Background: an optimization exercise with open tools, aiming at small area, a short achievable clock period and few clock cycles. Do not read the settings as production practice.
Function was checked by simulation only, so behaviour that the tests miss may differ from the original.
Power and IR drop assume default switching activity.

==> design/flow/design.v <==
`default_nettype none
module battery_level_estimator (
  input  wire logic        clk,
  input  wire logic        rst_n,
  input  wire logic        in_valid,
  output logic             in_ready,
  input  wire logic [11:0] in_raw_sample,
  input  wire logic        in_sample_ok,
  output logic             out_valid,
  input  wire logic        out_ready,
  output logic [13:0]      out_filtered_mv,
  output logic [13:0]      out_cell_mv,
  output logic [11:0]      out_average_raw,
  output logic [6:0]       out_charge_percent,
  output logic             out_status,
  input  wire logic        cfg_we,
  input  wire logic [2:0]  cfg_index,
  input  wire logic [11:0] cfg_wdata
);
  localparam logic [2:0] S_IDLE = 3'd0, S_AVG = 3'd1, S_MUL = 3'd2, S_SCALE = 3'd3,
                         S_DEN = 3'd4, S_PREP = 3'd5, S_EMA = 3'd6;
  logic [3:0]  lenm1_r, lenm1_n;
  logic [11:0] fs_r;
  logic [2:0]  num_r, den_r;
  logic [4:0]  ema_r;
  logic [13:0] fs3_r;
  logic [4:0]  den3_r;
  logic [6:0]  ema3_r;
  always_comb begin
    lenm1_n = lenm1_r;
    if (cfg_we && cfg_index == 3'd0) begin
      if (cfg_wdata[4:0] == 5'd0) lenm1_n = 4'd0;
      else if (cfg_wdata[4] && cfg_wdata[3:0] != 4'd0) lenm1_n = 4'd15;
      else lenm1_n = 4'(cfg_wdata[4:0] - 5'd1);
    end
  end
  always_ff @(posedge clk) begin
    if (!rst_n) begin
      lenm1_r <= 4'd15;
      fs_r <= 12'd2450;
      num_r <= 3'd2;
      den_r <= 3'd1;
      ema_r <= 5'd4;
    end else begin
      lenm1_r <= lenm1_n;
      if (cfg_we) begin
        case (cfg_index)
          3'd1: fs_r <= cfg_wdata;
          3'd2: num_r <= cfg_wdata[2:0];
          3'd3: den_r <= (cfg_wdata[2:0] == 3'd0) ? 3'd1 : cfg_wdata[2:0];
          3'd4: ema_r <= (cfg_wdata[4:0] == 5'd0) ? 5'd1 : cfg_wdata[4:0];
          default: ;
        endcase
      end
    end
    fs3_r <= {2'd0, fs_r} + {1'b0, fs_r, 1'b0};
    den3_r <= {2'd0, den_r} + {1'b0, den_r, 1'b0};
    ema3_r <= {2'd0, ema_r} + {1'b0, ema_r, 1'b0};
  end
  logic [3:0]  pos_r, pos_n;
  logic [15:0] sum_r, sum_add;
  logic [4:0]  cnt_r, cnt_add;
  logic [5:0]  cnt3_r, cnt3_add;
  logic        last_r, efree_r, accept, load;
  assign in_ready = ~last_r | efree_r;
  assign accept = in_valid & in_ready;
  assign load = accept & last_r;
  assign sum_add = sum_r + (in_sample_ok ? {4'd0, in_raw_sample} : 16'd0);
  assign cnt_add = cnt_r + {4'd0, in_sample_ok};
  assign cnt3_add = cnt3_r + (in_sample_ok ? 6'd3 : 6'd0);
  always_comb begin
    pos_n = pos_r;
    if (accept) pos_n = last_r ? 4'd0 : pos_r + 4'd1;
  end
  always_ff @(posedge clk) begin
    if (!rst_n) begin
      pos_r <= 4'd0;
      sum_r <= 16'd0;
      cnt_r <= 5'd0;
      cnt3_r <= 6'd0;
      last_r <= 1'b0;
    end else begin
      pos_r <= pos_n;
      last_r <= (pos_n == lenm1_n);
      if (accept) begin
        sum_r <= last_r ? 16'd0 : sum_add;
        cnt_r <= last_r ? 5'd0 : cnt_add;
        cnt3_r <= last_r ? 6'd0 : cnt3_add;
      end
    end
  end
  logic [2:0]  st_r, st_n;
  logic [1:0]  cyc_r, cyc_n;
  logic [11:0] R_r, R_n;
  logic [15:0] Q_r, Q_n;
  logic [4:0]  n_r, n_n;
  logic [5:0]  n3_r, n3_n;
  logic        neg_r, neg_n;
  logic [13:0] o_filt, o_cell;
  logic [11:0] o_avg;
  logic [6:0]  o_pct;
  logic        o_status, o_valid;
  logic        p1_r, p2_r;
  logic [3:0]  pk_r;
  logic [8:0]  px_r;
  logic        own_ok, empty;
  logic        wr_avg, wr_cell, wr_filt, pct_go;
  logic [11:0] avg_d;
  logic [13:0] cell_d, filt_d;
  function automatic [8:0] div4_step(input [6:0] t, input [6:0] d1, input [6:0] d2,
                                     input [6:0] d3);
    logic [7:0] s1, s2, s3;
    s1 = {1'b0, t} - {1'b0, d1};
    s2 = {1'b0, t} - {1'b0, d2};
    s3 = {1'b0, t} - {1'b0, d3};
    if (!s3[7]) div4_step = {2'd3, s3[6:0]};
    else if (!s2[7]) div4_step = {2'd2, s2[6:0]};
    else if (!s1[7]) div4_step = {2'd1, s1[6:0]};
    else div4_step = {2'd0, t};
  endfunction
  logic [6:0]  ar;  logic [11:0] aq;
  logic [11:0] mp;  logic [11:0] mq;  logic [13:0] ms;  logic [13:0] madd;
  logic [6:0]  dr;  logic [15:0] dq;
  logic [6:0]  er;  logic [13:0] eq;
  logic [8:0]  stp;
  logic        sc_c;
  logic [14:0] sc_x;
  logic [13:0] cell_v;
  logic [14:0] diff;
  assign own_ok = ~p1_r & ~p2_r & (~o_valid | out_ready);
  assign empty = (n_r == 5'd0);
  always_comb begin
    st_n = st_r;
    cyc_n = cyc_r;
    R_n = R_r;
    Q_n = Q_r;
    n_n = n_r;
    n3_n = n3_r;
    neg_n = neg_r;
    wr_avg = 1'b0;
    wr_cell = 1'b0;
    wr_filt = 1'b0;
    pct_go = 1'b0;
    avg_d = 12'd0;
    cell_d = 14'd0;
    filt_d = 14'd0;
    ar = '0; aq = '0;
    mp = '0; mq = '0; ms = '0; madd = '0;
    dr = '0; dq = '0;
    er = '0; eq = '0;
    stp = '0;
    sc_c = 1'b0; sc_x = '0;
    cell_v = '0; diff = '0;
    case (st_r)
      S_AVG: begin
        ar = {3'd0, R_r[3:0]};
        aq = Q_r[11:0];
        for (int i = 0; i < 2; i++) begin
          stp = div4_step({ar[4:0], aq[11:10]}, {2'd0, n_r}, {1'b0, n_r, 1'b0}, {1'b0, n3_r});
          ar = stp[6:0];
          aq = {aq[9:0], stp[8:7]};
        end
        if (cyc_r == 2'd2) begin
          if (own_ok) begin
            wr_avg = 1'b1;
            avg_d = empty ? 12'd0 : aq;
            if (empty) begin
              wr_cell = 1'b1;
              pct_go = 1'b1;
              st_n = S_IDLE;
            end else begin
              st_n = S_MUL;
              cyc_n = 2'd0;
              R_n = 12'd0;
              Q_n = {4'd0, aq};
            end
          end
        end else begin
          R_n = {8'd0, ar[3:0]};
          Q_n = {4'd0, aq};
          cyc_n = cyc_r + 2'd1;
        end
      end
      S_MUL: begin
        mp = R_r;
        mq = Q_r[11:0];
        for (int i = 0; i < 2; i++) begin
          case (mq[1:0])
            2'd0: madd = 14'd0;
            2'd1: madd = {2'd0, fs_r};
            2'd2: madd = {1'b0, fs_r, 1'b0};
            default: madd = fs3_r;
          endcase
          ms = {2'd0, mp} + madd;
          mq = {ms[1:0], mq[11:2]};
          mp = ms[13:2];
        end
        R_n = mp;
        Q_n = {4'd0, mq};
        cyc_n = cyc_r + 2'd1;
        if (cyc_r == 2'd2) begin
          st_n = S_SCALE;
          cyc_n = 2'd0;
        end
      end
      S_SCALE: begin
        sc_c = ({1'b0, Q_r[11:0]} + {1'b0, R_r}) >= 13'd4095;
        sc_x = ({3'd0, R_r} & {15{num_r[0]}}) + ({2'd0, R_r, 1'b0} & {15{num_r[1]}})
             + ({1'b0, R_r, 2'b0} & {15{num_r[2]}}) + (sc_c ? {12'd0, num_r} : 15'd0);
        Q_n = {1'b0, sc_x};
        R_n = 12'd0;
        st_n = S_DEN;
        cyc_n = 2'd0;
      end
      S_DEN: begin
        dr = {4'd0, R_r[2:0]};
        dq = Q_r;
        for (int i = 0; i < 2; i++) begin
          stp = div4_step({dr[4:0], dq[15:14]}, {4'd0, den_r}, {3'd0, den_r, 1'b0}, {2'd0, den3_r});
          dr = stp[6:0];
          dq = {dq[13:0], stp[8:7]};
        end
        R_n = {9'd0, dr[2:0]};
        Q_n = dq;
        cyc_n = cyc_r + 2'd1;
        if (cyc_r == 2'd3) begin
          st_n = S_PREP;
          cyc_n = 2'd0;
        end
      end
      S_PREP: begin
        cell_v = (Q_r[15:14] != 2'd0) ? 14'd16383 : Q_r[13:0];
        wr_cell = 1'b1;
        cell_d = cell_v;
        if (o_filt == 14'd0) begin
          wr_filt = 1'b1;
          filt_d = cell_v;
          pct_go = 1'b1;
          st_n = S_IDLE;
        end else begin
          diff = {1'b0, cell_v} - {1'b0, o_filt};
          neg_n = diff[14];
          Q_n = {2'd0, diff[14] ? 14'(-diff) : diff[13:0]};
          R_n = 12'd0;
          st_n = S_EMA;
          cyc_n = 2'd0;
        end
      end
      S_EMA: begin
        er = {2'd0, R_r[4:0]};
        eq = Q_r[13:0];
        stp = div4_step({er[4:0], eq[13:12]}, {2'd0, ema_r}, {1'b0, ema_r, 1'b0}, ema3_r);
        er = stp[6:0];
        eq = {eq[11:0], stp[8:7]};
        if (cyc_r != 2'd3) begin
          stp = div4_step({er[4:0], eq[13:12]}, {2'd0, ema_r}, {1'b0, ema_r, 1'b0}, ema3_r);
          er = stp[6:0];
          eq = {eq[11:0], stp[8:7]};
        end
        R_n = {7'd0, er[4:0]};
        Q_n = {2'd0, eq};
        cyc_n = cyc_r + 2'd1;
        if (cyc_r == 2'd3) begin
          wr_filt = 1'b1;
          filt_d = neg_r ? (o_filt - eq) : (o_filt + eq);
          pct_go = 1'b1;
          st_n = S_IDLE;
        end
      end
      default: ;
    endcase
    if (load) begin
      st_n = S_AVG;
      cyc_n = 2'd0;
      R_n = {8'd0, sum_add[15:12]};
      Q_n = {4'd0, sum_add[11:0]};
      n_n = cnt_add;
      n3_n = cnt3_add;
    end
  end
  always_ff @(posedge clk) begin
    if (!rst_n) begin
      st_r <= S_IDLE;
      cyc_r <= 2'd0;
      efree_r <= 1'b1;
    end else begin
      st_r <= st_n;
      cyc_r <= cyc_n;
      efree_r <= (st_n == S_IDLE) || (st_n == S_EMA && cyc_n == 2'd3);
    end
    R_r <= R_n;
    Q_r <= Q_n;
    n_r <= n_n;
    n3_r <= n3_n;
    neg_r <= neg_n;
  end
  logic [3:0]  seg;
  logic [8:0]  segx;
  logic [12:0] segmv;
  logic [6:0]  pbase;
  logic [9:0]  pa, pb, py;
  logic        psub;
  logic [2:0]  pr;
  function automatic [12:0] knee_mv(input [3:0] k);
    case (k)
      4'd0: knee_mv = 13'd4200;  4'd1: knee_mv = 13'd4100;  4'd2: knee_mv = 13'd4000;
      4'd3: knee_mv = 13'd3950;  4'd4: knee_mv = 13'd3900;  4'd5: knee_mv = 13'd3850;
      4'd6: knee_mv = 13'd3800;  4'd7: knee_mv = 13'd3750;  4'd8: knee_mv = 13'd3700;
      4'd9: knee_mv = 13'd3650;  4'd10: knee_mv = 13'd3600; 4'd11: knee_mv = 13'd3550;
      4'd12: knee_mv = 13'd3500; 4'd13: knee_mv = 13'd3400; 4'd14: knee_mv = 13'd3300;
      default: knee_mv = 13'd3000;
    endcase
  endfunction
  always_comb begin
    seg = 4'd15;
    for (int k = 14; k >= 1; k--) begin
      if (o_filt >= 14'(knee_mv(4'(k)))) seg = 4'(k);
    end
    segmv = knee_mv(seg);
    segx = o_filt[8:0] - segmv[8:0];
    if (o_filt == 14'd0 || o_filt >= 14'd4200) begin
      seg = 4'd0;
      segx = 9'd0;
    end else if (o_filt < 14'd3000) begin
      segx = 9'd0;
    end
  end
  always_comb begin
    pa = 10'd0;
    pb = 10'd0;
    psub = 1'b0;
    case (pk_r)
      4'd1: begin pbase = 7'd92; pa = {px_r[6:0], 3'd0}; end                                  
      4'd2: begin pbase = 7'd85; pa = {px_r[6:0], 3'd0}; pb = {3'd0, px_r[6:0]}; psub = 1'b1; end  
      4'd3: begin pbase = 7'd78; pa = {px_r[5:0], 4'd0}; pb = {2'd0, px_r[6:0], 1'b0}; psub = 1'b1; end  
      4'd4: begin pbase = 7'd70; pa = {px_r[5:0], 4'd0}; end                                  
      4'd5: begin pbase = 7'd62; pa = {px_r[5:0], 4'd0}; end
      4'd6: begin pbase = 7'd55; pa = {px_r[5:0], 4'd0}; pb = {2'd0, px_r[6:0], 1'b0}; psub = 1'b1; end
      4'd7: begin pbase = 7'd48; pa = {px_r[5:0], 4'd0}; pb = {2'd0, px_r[6:0], 1'b0}; psub = 1'b1; end
      4'd8: begin pbase = 7'd42; pa = {px_r[6:0], 3'd0}; pb = {1'b0, px_r[6:0], 2'd0}; end      
      4'd9: begin pbase = 7'd35; pa = {px_r[5:0], 4'd0}; pb = {2'd0, px_r[6:0], 1'b0}; psub = 1'b1; end
      4'd10: begin pbase = 7'd28; pa = {px_r[5:0], 4'd0}; pb = {2'd0, px_r[6:0], 1'b0}; psub = 1'b1; end
      4'd11: begin pbase = 7'd20; pa = {px_r[5:0], 4'd0}; end
      4'd12: begin pbase = 7'd14; pa = {px_r[6:0], 3'd0}; pb = {1'b0, px_r[6:0], 2'd0}; end
      4'd13: begin pbase = 7'd8; pa = {1'b0, px_r[6:0], 2'd0}; pb = {2'd0, px_r[6:0], 1'b0}; end  
      4'd14: begin pbase = 7'd4; pa = {1'b0, px_r[6:0], 2'd0}; end                             
      4'd15: pbase = 7'd0;
      default: pbase = 7'd100;
    endcase
    py = psub ? (pa - pb) : (pa + pb);
    if (pk_r == 4'd15)
      pr = (px_r >= 9'd225) ? 3'd3 : (px_r >= 9'd150) ? 3'd2 : (px_r >= 9'd75) ? 3'd1 : 3'd0;
    else
      pr = (py >= 10'd700) ? 3'd7 : (py >= 10'd600) ? 3'd6 : (py >= 10'd500) ? 3'd5 :
           (py >= 10'd400) ? 3'd4 : (py >= 10'd300) ? 3'd3 : (py >= 10'd200) ? 3'd2 :
           (py >= 10'd100) ? 3'd1 : 3'd0;
  end
  always_ff @(posedge clk) begin
    if (!rst_n) begin
      o_valid <= 1'b0;
      o_filt <= 14'd0;
      p1_r <= 1'b0;
      p2_r <= 1'b0;
    end else begin
      o_valid <= (o_valid & ~out_ready) | p2_r;
      p1_r <= pct_go;
      p2_r <= p1_r;
      if (wr_filt) o_filt <= filt_d;
    end
    if (wr_avg) begin
      o_avg <= avg_d;
      o_status <= empty;
    end
    if (wr_cell) o_cell <= cell_d;
    if (p1_r) begin
      pk_r <= seg;
      px_r <= segx;
    end
    if (p2_r) o_pct <= pbase + {4'd0, pr};
  end
  assign out_valid = o_valid;
  assign out_filtered_mv = o_filt;
  assign out_cell_mv = o_cell;
  assign out_average_raw = o_avg;
  assign out_charge_percent = o_pct;
  assign out_status = o_status;
endmodule
`default_nettype wire
==> design/flow/run.sh <==
#!/bin/bash
# synth_recipe.tcl (not shown) runs the flow's synth.tcl, then flattens the netlist and writes it again
# the make line also repeats each setting of config.mk as NAME=value (left out here)
make -C /OpenROAD-flow-scripts/flow DESIGN_CONFIG=/design/flow/config.mk WORK_HOME=/design/flow/orfs CLKGATE_MAP_FILE= SYNTH_SCRIPT=/design/flow/synth_recipe.tcl finish
==> design/flow/config.mk <==
export PLATFORM = sky130hd
export DESIGN_NAME = battery_level_estimator
export DESIGN_NICKNAME = battery_level_estimator
export VERILOG_FILES = /design/flow/design.v
export SDC_FILE = /design/flow/constraint.sdc
export NUM_CORES = 4
export LEC_CHECK = 0
export CAP_MARGIN = 20
export CORE_MARGIN = 2
export CORE_UTILIZATION = 40
export SLEW_MARGIN = 20
==> design/flow/constraint.sdc <==
create_clock -name core_clock -period 10.0 [get_ports {clk}]
set_input_delay 2.0000 -clock core_clock [delete_from_list [all_inputs] [get_ports {clk}]]
set_output_delay 2.0000 -clock core_clock [all_outputs]
set_load 0.01 [all_outputs]
==> impl_metrics.sql, run 1 <==
INSERT INTO impl_metrics (metric_group, metric, value, unit) VALUES
('grt', 'antenna_found_initial', '1', ''),
('sta', 'tns', '0', 'ps'),
('final_layout', 'utilization', '44.3', '%'),
('final_layout', 'antenna_cells_inserted', '0', ''),
('critical_path', 'worst_ep_arrival_time', '8110', 'ps'),
('placement', 'dpl_cell_area', '0.0221', 'mm²'),
('clock_network', 'clock-root-buffer', 'clkbuf_16', ''),
('detailed_routing', 'route.antenna.remaining_nets', '0', ''),
('synth', 'synthArstFlopShare', '0', '%'),
('synth', 'syn-num-nets', '2871', ''),
('critical_path', 'slowest_stage', 'nor3_1', ''),
('critical_path', 'startpoint', 'Q_r[13]', ''),
('final_layout', 'stdcell_count', '3274', ''),
('critical_path', 'critical_path.endpoint_type', 'register', ''),
('clock_network', 'cts.clk_slew.worst_paths', '80', 'ps'),
('sta', 'max_freq', '129', 'MHz'),
('critical_path', 'critical_path.startpoint_type', 'register', ''),
('synth', 'ys_seq_area_share', '22.6', '%'),
('critical_path', 'reg2reg_slack', '2240', 'ps'),
('power', 'irDropWorstVdd', '0.0876', 'mV'),
('placement', 'place.gp.congestion', '0.952', ''),
('clock_network', 'cts_hold_buf', '0', ''),
('sta', 'setup_viol', '0', ''),
('status', 'run_status', 'complete, no violations', ''),
('min_path', 'worstHoldPathType', 'register to register', ''),
('detailed_routing', 'number_of_iterations_in_the_first_detailed_routing_pass', '8', ''),
('clock_network', 'clock_latency', '510', 'ps'),
('placement', 'detailedPlacementHpwl', '52000', 'µm'),
('detailed_routing', 'remaining_drc_errors', '0', ''),
('clock_network', 'post_cts_buffers', '0', ''),
('min_path', 'hold_path.startpoint', 'cnt3_r[0]', ''),
('grt', 'global_route.usage.total', '25.4', '%'),
('detailed_routing', 'drt_wl_total', '67100', 'µm'),
('sta', 'fin_skew', '18.0', 'ps'),
('synth', 'ys_types', '98', ''),
('sta', 'worst_pin_slew', '1190', 'ps'),
('synth', 'post_synth.cell_area_avg', '8.07', 'µm²'),
('die', 'placementRows', '83', ''),
('grt', 'grt_pass1_wl', '105000', 'µm'),
('clock_network', 'max-clock-path-buffers', '2', ''),
('sta', 'final.min_clock_period', '7760', 'ps'),
('sta', 'post-route-period-util', '77.6', '%'),
('final_layout', 'syn_to_final_growth', '10.2', '%'),
('placement', 'numPlacedInstances', '3242', ''),
('grt', 'grt_overflow_total', '0', ''),
('detailed_routing', 'post_drt_wl_per_cell', '20.5', 'µm'),
('clock_network', 'clock_tree_from_tritoncts', 'built', ''),
('final_layout', 'finalNetCount', '2903', ''),
('power', 'power_density', '98.7', 'mW/mm²'),
('clock_network', 'cts_resized', '0', ''),
('placement', 'io_buffer_count', '82', ''),
('die', 'die_width', '231', 'µm'),
('die', 'design.portCount', '83', ''),
('die', 'core_area', '0.0511', 'mm²'),
('synth', 'post_synthesis_instance_total', '2549', ''),
('detailed_routing', 'dr.first_iter.drc_count', '1558', ''),
('synth', 'synth.yosys.warnings', '1', ''),
('sta', 'whs', '456', 'ps'),
('sta', 'final_hold_viol_count', '0', ''),
('die', 'die_area', '0.0532', 'mm²'),
('critical_path', 'crit-reg2reg-launch', 'Q_r[13]', ''),
('detailed_routing', 'routed_via_density', '5.86', ''),
('synth', 'ys_seq_elements', '195', ''),
('clock_network', 'numCtsBuffers', '17', ''),
('die', 'initial_utilization', '40.2', '%'),
('critical_path', 'wp_data_required', '10360', 'ps'),
('synth', 'edff_count_synth', '75', ''),
('synth', 'synthesis.area', '0.0206', 'mm²'),
('die', 'chipHeight', '231', 'µm'),
('sta', 'grt_setup_unrepaired', 'no', ''),
('final_layout', 'layout-drive-gt1-share', '4.78', '%'),
('power', 'power.leakage', '9.59', 'nW'),
('grt', 'grt_pass1_vias', '18600', ''),
('critical_path', 'largest_fanout_on_the_critical_path', '11', ''),
('synth', 'ys.flop_type', 'dfxtp_1', ''),
('clock_network', 'clock_sinks', '195', ''),
('critical_path', 'path_class', 'register to register', ''),
('sta', 'slew_violations', '0', ''),
('flow_run', 'cap_violations', '0', ''),
('grt', 'grt_start_max_net_pins', '38', ''),
('detailed_routing', 'via_count', '19200', ''),
('sta', 'slew_headroom', '18.4', '%'),
('clock_network', 'h-tree-depth', '4', ''),
('final_layout', 'final_area', '0.0227', 'mm²'),
('critical_path', 'cp_slowest_stage_delay', '690', 'ps');
==> cells in the mapped netlist, types with 9 or more instances <==
cell	count	area, µm²
nand2_1	230	863
buf_1	9	33.8
a22oi_1	21	158
clkbuf_1	74	278
nor3_1	50	250
a21oi_1	225	1130
or3_1	20	125
nor2_1	250	938
o211ai_1	23	173
a211oi_1	21	158
nand3_1	58	290
fa_1	43	861
buf_2	11	55.1
o21bai_1	15	113
o21a_1	21	158
a221oi_1	12	105
xor2_1	62	543
dfxtp_1	120	2400
mux2i_1	52	521
a211o_1	10	87.6
xnor2_1	101	885
nand3b_1	12	90.1
mux2_2	14	158
o21ai_0	129	646
edfxtp_1	75	2250
and2_1	41	257
o22ai_1	29	181
a22o_1	22	193
nand2b_1	31	194
and3_1	13	81.3
o31ai_1	16	120
a31oi_1	21	131
ha_1	246	3080
inv_1	179	672
a21o_1	53	398
a21boi_0	14	105
or2_2	16	100
nor2b_1	51	319
==> cell families (layout without fill, tap and decap cells) <==
kind of cell	count (synthesis)	after routing	share of synthesized area, %
DFF	195	195	22.6
and+or+nand+nor	820	820	19.0
buffers and inverters	276	321	5.12
adders and majority gates	290	290	19.2
AOI/OAI and AO/OA	737	737	23.7
xor gates and xnor gates	164	164	7.02
muxes	67	67	3.37
==> power by group <==
part           leakage (nW)  switching [mW]  internal, mW
combinational          7.64           0.374         0.260
clock                 0.292           0.347         0.379
sequential             1.66          0.0324         0.843
total                  9.59           0.753          1.48
==> worst paths after layout <==
check / to / cells after the start
max reg2reg: o_filt[11] / 30
max: o_filt[11] / 30
min: cnt3_r[0] / 2
min reg2reg: cnt3_r[0] / 2
==> state kept, by name, summed over array words and instances (netlist names), 4 cells and up <==
name,flops
o_avg,12
pos_r,4
cnt_r,5
o_pct,7
ema3_r,7
px_r,9
n_r,5
fs_r,12
cnt3_r,6
n3_r,6
R_r,12
den3_r,5
lenm1_r,4
pk_r,4
Q_r,16
o_filt,14
fs3_r,14
o_cell,14
sum_r,16
ema_r,5
==> final cells by class <==
| type | instances | area [µm²] |
|---|---|---|
| Timing Repair Buffer | 108 | 1020 |
| Inverter | 181 | 679 |
| Tap cell | 680 | 851 |
| Sequential cell | 195 | 4650 |
| Fill cell | 5192 | 28400 |
| Clock inverter | 7 | 55.1 |
| Multi-Input combinational cell | 2078 | 14900 |
| Clock buffer | 25 | 539 |
==> metal layers <==
layer  part of all wire, %  global-route usage (%)  up-vias
li1                      -                       -     9241
met1                    44                    32.7     9146
met2                    47                    42.1      652
met3                   6.3                    4.32      136
met4                   3.5                    10.4        2
met5                 0.019                       0        -
==> worst max-delay path, delay by kind of cell (launching register included) <==
kind	cells	cell delay, ps
buf+inv	4	440
compound gates	13	3550
mux	1	300
fa+ha+maj	5	1470
simple gates	6	1240
xor+xnor	1	160
flops	1	470
==> per-stage QoR <==
step	setup slack [ps]	total power [mW]
detailed placement	2300	1.51
global route	1540	2.35
floorplan	3580	1.34
CTS	2250	2.24
global placement	2500	1.51
finish	2240	2.24
==> layout by cell type (no fill, tap or decap), types with 41 or more instances in the layout <==
cell type	n
nor2_1	250
ha_1	246
nand2_1	230
a21oi_1	225
inv_1	179
o21ai_0	129
dfxtp_1	120
xnor2_1	101
clkdlybuf4s50_1	82
edfxtp_1	75
xor2_1	62
nand3_1	58
a21o_1	53
mux2i_1	52
nor2b_1	51
nor3_1	49
fa_1	43
and2_1	41
Testbench counts, summed over its fixed seeds: cycles 11,668.
==> inputs of run 2 (changes only) <==
--- a/design/flow/config.mk
+++ b/design/flow/config.mk
@@ -9,3 +9,4 @@
 export CORE_MARGIN = 2
 export CORE_UTILIZATION = 40
+export SETUP_SLACK_MARGIN = 5
 export SLEW_MARGIN = 20
==> run 2 against run 1 <==
Against the previous run: still clean on timing, DRC and antenna; clock power decreased by 1%; via count increased by 5.9%; critical endpoint is now o_filt[10]; non-clock buffer count increased by 151; design area increased by 12%; synthesized area unchanged; total power increased by 4.8%; critical path type unchanged.
==> impl_metrics.sql, run 2 <==
INSERT INTO impl_metrics (metric_group, metric, value, unit) VALUES
('sta', 'setup_viol', '0', ''),
('synth', 'syn-num-nets', '2871', ''),
('synth', 'post_synthesis_instance_total', '2549', ''),
('die', 'die_area', '0.0532', 'mm²'),
('sta', 'max_freq', '166', 'MHz'),
('critical_path', 'slowest_stage', 'or4_4', ''),
('sta', 'grt_setup_unrepaired', 'yes', ''),
('flow_run', 'cap_violations', '0', ''),
('detailed_routing', 'route.antenna.remaining_nets', '0', ''),
('sta', 'slew_headroom', '20.9', '%'),
('grt', 'globalRouteMet2Util', '44.0', '%'),
('grt', 'grt_most_used_layer', 'met2', ''),
('grt', 'grt_util_met1', '33.4', '%'),
('detailed_routing', 'drt_wl_total', '71500', 'µm'),
('die', 'design.portCount', '83', ''),
('synth', 'ys_seq_area_share', '22.6', '%'),
('status', 'run_status', 'complete, no violations', ''),
('detailed_routing', 'routed_via_density', '5.93', ''),
('final_layout', 'layout.cells.most_common', 'nor2_1', ''),
('critical_path', 'largest_fanout_on_the_critical_path', '7', ''),
('grt', 'global_route.usage.total', '26.5', '%'),
('grt', 'antenna_found_initial', '0', ''),
('clock_network', 'max-clock-path-buffers', '2', ''),
('sta', 'worst_pin_slew', '1190', 'ps'),
('power', 'power.leakage', '10.7', 'nW'),
('final_layout', 'syn_to_final_growth', '23.6', '%'),
('detailed_routing', 'remaining_drc_errors', '0', ''),
('synth', 'synth_top_cells_by_count', 'nor2_1 (250), ha_1 (246), nand2_1 (230), a21oi_1 (225), inv_1 (179)', ''),
('sta', 'final.min_clock_period', '6010', 'ps'),
('synth', 'ys_seq_elements', '195', ''),
('grt', 'grt_overflow_total', '0', ''),
('synth', 'synthArstFlopShare', '0', '%'),
('power', 'power_density', '92.2', 'mW/mm²'),
('critical_path', 'critical_path.startpoint_type', 'register', ''),
('grt', 'grt_start_max_net_pins', '38', ''),
('clock_network', 'clock_sinks', '195', ''),
('placement', 'place.gp.congestion', '1.00', ''),
('min_path', 'worstHoldPathType', 'register to register', ''),
('die', 'initial_utilization', '40.2', '%'),
('critical_path', 'worst_ep_arrival_time', '6390', 'ps'),
('die', 'die_width', '231', 'µm'),
('critical_path', 'critical_path.endpoint_type', 'register', ''),
('die', 'placementRows', '83', ''),
('placement', 'detailedPlacementHpwl', '51900', 'µm'),
('sta', 'slew_violations', '0', ''),
('critical_path', 'crit_buf_inv', '8', ''),
('critical_path', 'cp_common_cell', 'a21o_1', ''),
('placement', 'numPlacedInstances', '3242', ''),
('final_layout', 'fill_count', '4908', ''),
('final_layout', 'layout_common_cells', 'nor2_1 (238), nand2_1 (226), ha_1 (222)', ''),
('sta', 'final_hold_viol_count', '0', ''),
('detailed_routing', 'dr.first_iter.drc_count', '1801', ''),
('critical_path', 'cp_slowest_stage_delay', '440', 'ps'),
('die', 'chipHeight', '231', 'µm'),
('final_layout', 'top_regs', 'Q_r: 16 flops, sum_r: 16 flops', ''),
('critical_path', 'path_class', 'register to register', ''),
('die', 'core_area', '0.0511', 'mm²'),
('synth', 'synthesis.area', '0.0206', 'mm²'),
('clock_network', 'numCtsBuffers', '17', ''),
('synth', 'synth.area.top_cells', 'ha_1 (15%), dfxtp_1 (12%), edfxtp_1 (11%)', ''),
('final_layout', 'layout-drive-gt1-share', '18.3', '%'),
('synth', 'yosys.cell_count.top_type', 'nor2_1', ''),
('placement', 'io_buffer_count', '82', ''),
('sta', 'post-route-period-util', '60.1', '%'),
('detailed_routing', 'post_drt_wl_per_cell', '20.9', 'µm'),
('grt', 'globalRouteMet3Util', '4.46', '%'),
('power', 'irDropWorstVdd', '0.151', 'mV'),
('final_layout', 'finalNetCount', '3054', ''),
('final_layout', 'stdcell_count', '3425', ''),
('grt', 'grt_pass1_vias', '19800', ''),
('grt', 'grt_pass1_wl', '110000', 'µm'),
('detailed_routing', 'via_count', '20300', ''),
('detailed_routing', 'number_of_iterations_in_the_first_detailed_routing_pass', '6', ''),
('synth', 'ys.flop_type', 'dfxtp_1', ''),
('clock_network', 'cts_hold_buf', '0', ''),
('clock_network', 'clock_latency', '510', 'ps'),
('synth', 'post_synth.cell_area_avg', '8.07', 'µm²'),
('clock_network', 'clock_tree_from_tritoncts', 'built', ''),
('clock_network', 'clock-root-buffer', 'clkbuf_16', ''),
('sta', 'tns', '0', 'ps'),
('clock_network', 'cts.clk_slew.worst_paths', '80', 'ps'),
('clock_network', 'h-tree-depth', '4', ''),
('synth', 'synth_top_cell_by_area', 'ha_1', ''),
('critical_path', 'critPathTopFamily', 'compound AO/OA/AOI/OAI gates', ''),
('synth', 'ys_types', '98', ''),
('synth', 'synth.yosys.warnings', '1', ''),
('critical_path', 'wp_data_required', '10370', 'ps'),
('synth', 'edff_count_synth', '75', ''),
('synth', 'netlist.area_leader.share', '15.0', '%'),
('final_layout', 'antenna_cells_inserted', '0', ''),
('sta', 'fin_skew', '19.2', 'ps');
==> run 2: cell types whose count changed in the layout (fill, tap and decap cells not counted), moves of 20 or more <==
cell and change:
buf_4 +123, a21oi_1 -40, a21oi_2 +34, o21ai_0 -34, ha_1 -24, buf_6 +23, inv_1 -22, ha_4 +20
==> run 2: through the flow <==
step	hold WS [ps]	utilization, %	setup slack [ps]	cell area (µm²)	total power, mW
after floorplan	400	-	3970	20800	1.35
after global placement	444	43.6	3180	22300	1.51
after detailed placement	452	43.6	3070	22300	1.53
after CTS	461	47.9	4150	24500	2.31
after global routing	488	49.7	3770	25400	2.46
final	458	49.7	3990	25400	2.34
==> run 2: worst paths after layout <==
check                                from  slack, ps         end  cells after the start
worst max-delay path              Q_r[13]       3990  o_filt[10]                     33
worst min-delay path            cnt3_r[0]        460   cnt3_r[0]                      2
worst max register to register    Q_r[13]       3990  o_filt[10]                     33
worst min register to register  cnt3_r[0]        460   cnt3_r[0]                      2
==> run 2: repair_timing <==
item / 4_1_cts / 5_1_grt
setup endpoints to repair: 49 / 63
gates cloned: 1 / 0
gates resized for setup: 171 / 148
pin swaps: 87 / 76
buffers inserted: 113 / 37
==> run 2: where the power goes <==
group | leakage (nW) | internal, mW | switching [mW] | total (mW)
logic | 8.70 | 0.328 | 0.423 | 0.751
clock network | 0.291 | 0.355 | 0.364 | 0.718
registers | 1.67 | 0.842 | 0.0315 | 0.873
==> run 2: final cells by class <==
type / instances / area [µm²] / share of cell area, %
Clock inverter: 12 / 126 / 0.497
Sequential cell: 195 / 4690 / 18.5
Timing Repair Buffer: 259 / 2300 / 9.06
Multi-Input combinational cell: 2078 / 16300 / 64.1
Clock buffer: 20 / 458 / 1.80
Inverter: 181 / 692 / 2.72
Tap cell: 680 / 851 / 3.35
==> run 2: logic make-up (layout without fill, tap and decap cells) <==
kind of cell	after synthesis	after routing	share of synthesized area [%]
AND/OR/NAND/NOR	820	820	19.0
AO/OA/AOI/OAI	737	737	23.7
adder cells (fa/ha/maj)	290	290	19.2
buffers and inverters	276	472	5.12
flip-flops	195	195	22.6
XOR/XNOR	164	164	7.02
multiplexers	67	67	3.37
==> run 2: routing by layer <==
layer / up-vias / wire [µm]
met5: - / 0
met4: 0 / 3040
met3: 182 / 4810
met2: 784 / 33400
met1: 9775 / 30200
li1: 9558 / -
==> run 2: worst reg2reg max path, delay by kind of cell (launching register included) <==
kind / cells / cell delay (ps)
xor gates and xnor gates: 1 / 90
and+or+nand+nor: 4 / 760
muxes: 1 / 280
AOI/OAI and AO/OA: 15 / 2500
adders and majority gates: 4 / 940
buffers and inverters: 8 / 940
DFF: 1 / 370

## what the ideal ports hide
Ports are ideal in the flow. The routed layouts listed here were re-timed in OpenROAD. Step 1 assumes that a clkbuf_16 drives the clock port and a buf_2 every other input. Step 2 moves the port delays by t, midway between the first and last clock arrival at a register: inputs arrive t later, outputs are due t later. That takes back most of the time a late clock gives input paths. Slacks: no drivers / after step 1 / after step 2; pairs: no drivers / after step 1.
run	t (ns)	setup WS [ns]	worst setup path after step 2	worst data-port slew with drivers (ns)
run 1	0.562	2.243 / 2.243 / 2.243	register to register	0.04
run 2	0.566	3.986 / 3.986 / 3.986	register to register	0.04
After both steps every run listed still meets setup and hold.
